Source: an optimization exercise on an open RTL-to-GDS flow (aim: small area and a short achievable clock period). Production flows keep margins and buffers that such runs may drop.
In this exercise RTL edits were held to simulation tests only and were not proved equivalent to the original.
Power figures rest on the tool's default switching activity, not on a simulated workload.

--- design.v ---
localparam int ADDR_W         = 32;
localparam int WORD_W         = 32;
localparam int PAGE_OFFSET_W  = 10;
localparam int PAGE_W         = ADDR_W - PAGE_OFFSET_W;
localparam int LINE_ADDR_W    = 8;
localparam int WORDS_PER_PAGE = 256;
localparam int BUBBLE_CYCLES  = 5;
localparam logic [2:0] ST_IDLE      = 3'd0;
localparam logic [2:0] ST_BUBBLE    = 3'd1;
localparam logic [2:0] ST_PAGE_SEL  = 3'd2;
localparam logic [2:0] ST_LOAD_ADDR = 3'd3;
localparam logic [2:0] ST_FETCH     = 3'd4;
localparam logic [2:0] ST_UPDATE    = 3'd5;
module fill_ctrl
(
    input  logic   clk,
    input  logic   rst_n,
    input  logic   i_hit,
    input  logic   i_last_word,
    output logic   o_latch_page,
    output logic   o_load_addr,
    output logic   o_fetching,
    output logic   o_commit,
    output logic   o_core_bubble,
    output logic   o_clk_enable,
    output logic   o_icache_miss
);
localparam int ADDR_W         = 32;
localparam int WORD_W         = 32;
localparam int PAGE_OFFSET_W  = 10;
localparam int PAGE_W         = ADDR_W - PAGE_OFFSET_W;
localparam int LINE_ADDR_W    = 8;
localparam int WORDS_PER_PAGE = 256;
localparam int BUBBLE_CYCLES  = 5;
localparam logic [2:0] ST_IDLE      = 3'd0;
localparam logic [2:0] ST_BUBBLE    = 3'd1;
localparam logic [2:0] ST_PAGE_SEL  = 3'd2;
localparam logic [2:0] ST_LOAD_ADDR = 3'd3;
localparam logic [2:0] ST_FETCH     = 3'd4;
localparam logic [2:0] ST_UPDATE    = 3'd5;
    logic [2:0] state;
    logic [2:0] state_next;
    logic [$clog2(BUBBLE_CYCLES)-1:0] bubble_cnt;
    logic                             bubble_done;
    always_ff @(posedge clk or negedge rst_n)
    begin
        if (!rst_n)
        begin
            state <= ST_IDLE;
        end
        else
        begin
            state <= state_next;
        end
    end
    always_ff @(posedge clk or negedge rst_n)
    begin
        if (!rst_n)
        begin
            bubble_cnt <= '0;
        end
        else if (state == ST_BUBBLE)
        begin
            bubble_cnt <= bubble_cnt + 1'b1;
        end
        else
        begin
            bubble_cnt <= '0;
        end
    end
    assign bubble_done = (bubble_cnt == BUBBLE_CYCLES - 1);
    always_comb
    begin
        state_next = state;
        case (state)
            ST_IDLE:
            begin
                if (!i_hit)
                begin
                    state_next = ST_BUBBLE;
                end
            end
            ST_BUBBLE:
            begin
                if (bubble_done)
                begin
                    state_next = ST_PAGE_SEL;
                end
            end
            ST_PAGE_SEL:  state_next = ST_LOAD_ADDR;
            ST_LOAD_ADDR: state_next = ST_FETCH;
            ST_FETCH:
            begin
                if (i_last_word)
                begin
                    state_next = ST_UPDATE;
                end
            end
            ST_UPDATE:    state_next = ST_IDLE;
            default:      state_next = ST_IDLE;
        endcase
    end
    assign o_core_bubble = (state == ST_BUBBLE);
    assign o_latch_page  = (state == ST_PAGE_SEL);
    assign o_load_addr   = (state == ST_LOAD_ADDR);
    assign o_fetching    = (state == ST_FETCH);
    assign o_commit      = (state == ST_UPDATE);
    assign o_clk_enable  = (state == ST_IDLE) && i_hit;
    assign o_icache_miss = !i_hit;
endmodule
module page_window
(
    input  logic        clk,
    input  logic        rst_n,
    input  logic [31:0] i_pc_fetch,
    input  logic        i_latch_page,
    input  logic        i_commit,
    output logic [21:0] o_pending_page,
    output logic        o_hit
);
localparam int ADDR_W         = 32;
localparam int WORD_W         = 32;
localparam int PAGE_OFFSET_W  = 10;
localparam int PAGE_W         = ADDR_W - PAGE_OFFSET_W;
localparam int LINE_ADDR_W    = 8;
localparam int WORDS_PER_PAGE = 256;
localparam int BUBBLE_CYCLES  = 5;
localparam logic [2:0] ST_IDLE      = 3'd0;
localparam logic [2:0] ST_BUBBLE    = 3'd1;
localparam logic [2:0] ST_PAGE_SEL  = 3'd2;
localparam logic [2:0] ST_LOAD_ADDR = 3'd3;
localparam logic [2:0] ST_FETCH     = 3'd4;
localparam logic [2:0] ST_UPDATE    = 3'd5;
    logic [ADDR_W-1:0] base;
    logic [ADDR_W-1:0] bound;
    logic [ADDR_W-1:0] pending_base;
    always_ff @(posedge clk or negedge rst_n)
    begin
        if (!rst_n)
        begin
            o_pending_page <= '0;
        end
        else if (i_latch_page)
        begin
            o_pending_page <= i_pc_fetch[ADDR_W-1:PAGE_OFFSET_W];
        end
    end
    assign pending_base = {o_pending_page, {PAGE_OFFSET_W{1'b0}}};
    always_ff @(posedge clk or negedge rst_n)
    begin
        if (!rst_n)
        begin
            base  <= '1;
            bound <= '1;
        end
        else if (i_commit)
        begin
            base  <= pending_base;
            bound <= pending_base + (32'd1 << PAGE_OFFSET_W);
        end
    end
    assign o_hit = (i_pc_fetch >= base) && (i_pc_fetch < bound);
endmodule
module fill_sequencer
(
    input  logic        clk,
    input  logic        rst_n,
    input  logic        i_load_addr,
    input  logic        i_fetching,
    input  logic [21:0] i_pending_page,
    input  logic [31:0] i_spi_fetch,
    input  logic        i_spi_ready,
    output logic [31:0] o_spi_address,
    output logic        o_wr_en,
    output logic [7:0]  o_wr_addr,
    output logic [31:0] o_wr_data,
    output logic        o_last_word
);
localparam int ADDR_W         = 32;
localparam int WORD_W         = 32;
localparam int PAGE_OFFSET_W  = 10;
localparam int PAGE_W         = ADDR_W - PAGE_OFFSET_W;
localparam int LINE_ADDR_W    = 8;
localparam int WORDS_PER_PAGE = 256;
localparam int BUBBLE_CYCLES  = 5;
localparam logic [2:0] ST_IDLE      = 3'd0;
localparam logic [2:0] ST_BUBBLE    = 3'd1;
localparam logic [2:0] ST_PAGE_SEL  = 3'd2;
localparam logic [2:0] ST_LOAD_ADDR = 3'd3;
localparam logic [2:0] ST_FETCH     = 3'd4;
localparam logic [2:0] ST_UPDATE    = 3'd5;
    logic [LINE_ADDR_W-1:0] word_cnt;
    logic                   wr_strobe;
    assign wr_strobe = i_fetching && i_spi_ready;
    always_ff @(posedge clk or negedge rst_n)
    begin
        if (!rst_n)
        begin
            o_spi_address <= '0;
            word_cnt      <= '0;
        end
        else if (i_load_addr)
        begin
            o_spi_address <= {i_pending_page, {PAGE_OFFSET_W{1'b0}}};
            word_cnt      <= '0;
        end
        else if (wr_strobe)
        begin
            o_spi_address <= o_spi_address + 32'd4;
            word_cnt      <= word_cnt + 1'b1;
        end
    end
    assign o_wr_en     = wr_strobe;
    assign o_wr_addr   = o_spi_address[PAGE_OFFSET_W-1:2];
    assign o_wr_data   = i_spi_fetch;
    assign o_last_word = wr_strobe && (word_cnt == 8'(WORDS_PER_PAGE - 1));
endmodule
module code_ram
(
    input  logic        clk,
    input  logic        rst_n,
    input  logic [31:0] i_pc_fetch,
    input  logic        i_hit,
    input  logic        i_wr_en,
    input  logic [7:0]  i_wr_addr,
    input  logic [31:0] i_wr_data,
    output logic [31:0] o_code_fetch
);
localparam int ADDR_W         = 32;
localparam int WORD_W         = 32;
localparam int PAGE_OFFSET_W  = 10;
localparam int PAGE_W         = ADDR_W - PAGE_OFFSET_W;
localparam int LINE_ADDR_W    = 8;
localparam int WORDS_PER_PAGE = 256;
localparam int BUBBLE_CYCLES  = 5;
localparam logic [2:0] ST_IDLE      = 3'd0;
localparam logic [2:0] ST_BUBBLE    = 3'd1;
localparam logic [2:0] ST_PAGE_SEL  = 3'd2;
localparam logic [2:0] ST_LOAD_ADDR = 3'd3;
localparam logic [2:0] ST_FETCH     = 3'd4;
localparam logic [2:0] ST_UPDATE    = 3'd5;
    logic [WORD_W-1:0] mem [0:WORDS_PER_PAGE-1];
    logic [WORD_W-1:0] rd_data;
    logic              hit_q;
    always_ff @(posedge clk)
    begin
        if (i_wr_en)
        begin
            mem[i_wr_addr] <= i_wr_data;
        end
        rd_data <= mem[i_pc_fetch[PAGE_OFFSET_W-1:2]];
    end
    always_ff @(posedge clk or negedge rst_n)
    begin
        if (!rst_n)
        begin
            hit_q <= 1'b0;
        end
        else
        begin
            hit_q <= i_hit;
        end
    end
    assign o_code_fetch = hit_q ? rd_data : '0;
endmodule
module icache_top
(
    input  logic        clk,
    input  logic        rst_n,
    input  logic [31:0] i_pc_fetch,
    output logic [31:0] o_code_fetch,
    input  logic [31:0] i_spi_fetch,
    input  logic        i_spi_ready,
    output logic [31:0] o_spi_address,
    output logic        o_spi_addr_valid,
    output logic        o_clk_enable,
    output logic        o_icache_miss,
    output logic        o_core_bubble
);
    logic        hit;
    logic        latch_page;
    logic        load_addr;
    logic        fetching;
    logic        commit;
    logic [21:0] pending_page;
    logic        wr_en;
    logic [7:0]  wr_addr;
    logic [31:0] wr_data;
    logic        last_word;
    fill_ctrl i_fill_ctrl (
        .clk           (clk),
        .rst_n         (rst_n),
        .i_hit         (hit),
        .i_last_word   (last_word),
        .o_latch_page  (latch_page),
        .o_load_addr   (load_addr),
        .o_fetching    (fetching),
        .o_commit      (commit),
        .o_core_bubble (o_core_bubble),
        .o_clk_enable  (o_clk_enable),
        .o_icache_miss (o_icache_miss)
    );
    page_window i_page_window (
        .clk            (clk),
        .rst_n          (rst_n),
        .i_pc_fetch     (i_pc_fetch),
        .i_latch_page   (latch_page),
        .i_commit       (commit),
        .o_pending_page (pending_page),
        .o_hit          (hit)
    );
    fill_sequencer i_fill_sequencer (
        .clk            (clk),
        .rst_n          (rst_n),
        .i_load_addr    (load_addr),
        .i_fetching     (fetching),
        .i_pending_page (pending_page),
        .i_spi_fetch    (i_spi_fetch),
        .i_spi_ready    (i_spi_ready),
        .o_spi_address  (o_spi_address),
        .o_wr_en        (wr_en),
        .o_wr_addr      (wr_addr),
        .o_wr_data      (wr_data),
        .o_last_word    (last_word)
    );
    code_ram i_code_ram (
        .clk          (clk),
        .rst_n        (rst_n),
        .i_pc_fetch   (i_pc_fetch),
        .i_hit        (hit),
        .i_wr_en      (wr_en),
        .i_wr_addr    (wr_addr),
        .i_wr_data    (wr_data),
        .o_code_fetch (o_code_fetch)
    );
    assign o_spi_addr_valid = fetching;
endmodule
--- config.mk ---
export PLATFORM = sky130hd
export DESIGN_NAME = icache_top
export DESIGN_NICKNAME = icache_top
export VERILOG_FILES = /design/flow/design.v
export SDC_FILE = /design/flow/constraint.sdc
export NUM_CORES = 4
export LEC_CHECK = 0
export CAP_MARGIN = 20
export CORE_MARGIN = 2
export CORE_UTILIZATION = 40
export PLACE_DENSITY = 0.45
export SLEW_MARGIN = 20
export SYNTH_MEMORY_MAX_BITS = 16384
--- constraint.sdc ---
create_clock -name core_clock -period 5.5 [get_ports {clk}]
set_input_delay 1.1000 -clock core_clock [delete_from_list [all_inputs] [get_ports {clk}]]
set_output_delay 1.1000 -clock core_clock [all_outputs]
set_load 0.01 [all_outputs]
--- run.sh ---
#!/bin/bash
# synth_recipe.tcl (not shown) runs the flow's synth.tcl, then flattens the netlist and writes it again
# the make line also repeats each setting of config.mk as NAME=value (left out here)
make -C /OpenROAD-flow-scripts/flow DESIGN_CONFIG=/design/flow/config.mk WORK_HOME=/design/flow/orfs CLKGATE_MAP_FILE= SYNTH_SCRIPT=/design/flow/synth_recipe.tcl finish
==> results.cfg <==
[outcome]
status = finished clean

[timing]
setup_tns_ns = 0
worst-slew-pin-transition_ns = 1.31
rsz0062_at_grt = false
setup_viol = 0
timing.final.crit_share_pct = 94.7
max_slew_margin_pct = 12.6
drv_slew = 0
max_freq_ghz = 0.192
setup_ws_ns = 0.292
final_hold_viol_count = 0
fin_worst_skew_ns = 0.131
period_needed_ns = 5.21

[global_routing]
grt_pass1_vias = 161000
grt_overflow = 0
grt_max_degree = 154
antenna_found_initial = 80
grt_pass1_wl_microns = 1410000
grtUsageTotal_pct = 25.5

[detailed_routing]
dr.pass1.iters = 5
wl_per_cell_microns = 38.4
drt_iter0_drc = 20800
ant_nets = 0
drc = 0
viasPerCell = 5.93
vias = 160000
wl_microns = 1040000

[finish]
multiInputGateArea_sq_mm = 0.0661
syn2layout_area_growth_pct = 16.3
drive_above_1_share_pct = 28.6
ff_latch_area_sq_mm = 0.249
num-fill-cells = 65800
final_cell_mix = 8192 x edfxtp_1, 1877 x mux4_2, 897 x buf_4
finalNetCount = 15800
layout_commonest_cell = edfxtp_1

[logic_synthesis]
synthFlopType = edfxtp_1
avgSynthCellArea_sq_um = 22.2
ys_ff_latch = 8336
syn_area_sq_mm = 0.318
ys_warn_count = 4
ys_seq_area_share_pct = 78.5
synth_cell_types = 69
synth_edf_count = 8192
ys_async_sr_fraction_pct = 1.34
syn_inst = 14300

[worst_setup_path]
worst_path_max_delay_cell = dfstp_2
worstSetupPathType = reg -> out
cpPeakStageDelay_ns = 0.56
r2r_start = i_fill_ctrl.state[2]$_DFFE_PN0P_
cp.depth = 11
rr_worst_depth = 8
reg2reg_to = i_code_ram.mem[232][15]$_DFFE_PP_
path_cells = clkinvlp_4 > ha_1 > nand4_1 > nor4_2 > a32oi_2 > a21oi_2 > o21ai_2 > a211oi_2 > nor4b_2 > buf_4 > dlygate4sd2_1
crit_arrival_ns = 4.11
path_max_fanout = 6
regToRegSetupSlack_ns = 1.36
crit_family = simple AND/OR/NAND/NOR gates
endpoint_kind = primary output
worstPathRequired_ns = 4.40
start_kind = register
cp_num_buf_inv = 3

[power_and_ir_drop]
leakagePower_nw = 116
vdd_drop_max_uv = 367
powerDensity_mw_per_mm2 = 366
p_total_mw = 135

[cts]
numCtsBuffers = 875
cts_root_buffer = clkbuf_16
numClockSinks = 8336
cts_tree = built
htreeDepth = 6
cts_buffer_depth = 4
insertion_delay_ns = 1.22
clk_pin_slew_ns = 0.06

[min_path]
hold_depth = 1
hp-class = in -> reg
hold_path_end = i_code_ram.mem[112][24]$_DFFE_PP_
worstHoldStart = i_spi_fetch[24]

[floorplan]
core_sq_mm = 0.792
num_rows = 327
die-area_sq_mm = 0.801
ios = 135
start_util_pct = 40.1
die_h_microns = 895
die_w_microns = 895

[flow_run]
cap_violations = 0

[placed_design]
gp_congestion = 0.845
dp_slack_ns = 0.120
dp_hpwl_microns = 623000
io_buffers = 132
cell usage after synthesis (all sizes together) (6+ instances only):
cell type	n	area share, %
edfxtp	8192	77
mux4	1877	13
nand2	560	0.66
mux2i	526	1.7
buf	520	1.1
o22ai	507	1.0
nor2	324	0.38
clkbuf	273	0.32
o21ai	190	0.30
nor4	176	0.35
a22o	127	0.35
a21oi	98	0.15
a2111oi	72	0.20
nand3	69	0.11
dfrtp	67	0.53
inv	67	0.079
ha	62	0.24
nand4	59	0.12
a22oi	52	0.12
and2	52	0.10
dfstp	45	0.37
mux2	43	0.15
a211oi	39	0.092
dfxtp	32	0.20
o32ai	30	0.083
or4	29	0.070
o211ai	28	0.066
a31oi	23	0.045
and3	21	0.041
xor2	21	0.058
nor3	15	0.025
nor2b	12	0.024
xnor2	11	0.030
nand2b	10	0.020
o311ai	9	0.025
and4	7	0.019
a221o	6	0.019
a221oi	6	0.017
nor3b	6	0.014
or3	6	0.012
worst max path at each step:
stage	startpoint	end	slack [ns]
floorplan	i_fill_ctrl.state[2]$_DFFE_PN0P_	i_code_ram.mem[255][0]$_DFFE_PP_	1.23
global placement	i_pc_fetch[9]	i_code_ram.rd_data[13]$_DFF_P_	-0.85
detailed placement	i_pc_fetch[15]	o_clk_enable	0.12
CTS	i_page_window.bound[9]$_DFFE_PN1N_	o_icache_miss	-0.006
global route	i_page_window.bound[9]$_DFFE_PN1N_	o_clk_enable	0.03
finish	i_page_window.bound[9]$_DFFE_PN1N_	o_clk_enable	0.29
sequential cells by signal, indices dropped and copies added (netlist names):
register and count:
i_code_ram.mem 8192, i_fill_sequencer.o_spi_address 30, i_page_window.bound 23, i_page_window.o_pending_page 22
i_fill_sequencer.word_cnt 8, i_fill_ctrl.bubble_cnt 3, i_page_window.base 22, i_code_ram.rd_data 32
i_fill_ctrl.state 3, i_code_ram.hit_q 1
metal layers:
layer / vias to the layer above / part of all wire [%] / wire length [microns] / track usage, %
met2: 6146 / 47 / 491000 / 40.6
met4: 12 / 2.6 / 27200 / 5.96
li1: 63600 / - / - / -
met1: 89000 / 43 / 450000 / 37.5
met5: - / 0.0075 / 78 / 0
met3: 1129 / 6.7 / 69500 / 3.61
cells by family (layout without fill, tap and decap cells):
group / after synthesis / in the layout / synth area share (%)
xor gates and xnor gates: 32 / 32 / 0.0882
buffers and inverters: 861 / 2932 / 1.51
adders and majority gates: 62 / 62 / 0.244
other: 1 / 78 / 0.00118
DFF: 8336 / 8336 / 78.5
muxes: 2446 / 2446 / 15.1
and+or+nand+nor: 1356 / 1356 / 1.98
AOI/OAI and AO/OA: 1213 / 1213 / 2.54
per-stage QoR:
stage	area, sq um	cells	util (%)	hold WS (ns)
2_1_floorplan	318000	14300	-	0.431
3_3_place_gp	341000	25300	43.1	0.449
3_5_place_dp	342000	25300	43.1	0.473
4_1_cts	369000	26900	46.6	0.173
5_1_grt	369000	27000	46.6	0.231
6_report	370000	27000	46.7	0.277
worst reg2reg max path, delay by kind of cell (launching register included):
| kind | cells | cell delay, ns |
|---|---|---|
| flops | 1 | 0.66 |
| buf+inv | 3 | 1.23 |
| simple gates | 5 | 1.73 |
final cells by class:
class,count,area share [%]
tap,10500,3.56
inverter,68,0.0748
antenna,76,0.0515
multi-input combinational,5111,17.9
timing repair buffer,1261,3.48
clock inverter,459,1.11
clock buffer,1144,6.32
sequential,8336,67.5
what timing repair did:
| item | CTS | global route |
|---|---|---|
| gates cloned | 0 | 0 |
| hold buffers | 1 | 0 |
| resized for setup | 11 | 7 |
| setup endpoints to repair | 1 | 2 |
| buffers inserted | 5 | 0 |
| endpoints found under the hold margin | 17 | 0 |
| pin swaps | 4 | 2 |
power by group:
part	switching, mW	internal (mW)	total, mW
logic	4.76	2.72	7.48
registers	0.539	70.1	70.7
clock network	24.6	32.6	57.3
total	29.9	105	135

## what the ideal ports hide
How much do the figures lean on ideal ports? The routed layout below was timed once more, with nothing changed but the port constraints. Step 1 assumes that a clkbuf_16 drives the clock port and a buf_2 every other input. Step 2 adds t to the input delays and takes it off the output delays; t is the mean of the earliest and latest rising clock arrival at the registers after step 1. Input paths then give back, and output paths get back, about the clock's delay inside the block. Three values: no drivers, after step 1, after step 2; two values: the first two.
shift t [ns]: 1.299
setup slack, ns: 0.292 / 0.145 / 0.009
clock arrival spread, ns: 0.134 / 0.134
pins driven straight from the clock port: 1
After both steps setup and hold are still met in this run. The setup slack of this run moves by -0.147 ns with the drivers and by -0.283 ns with both steps.
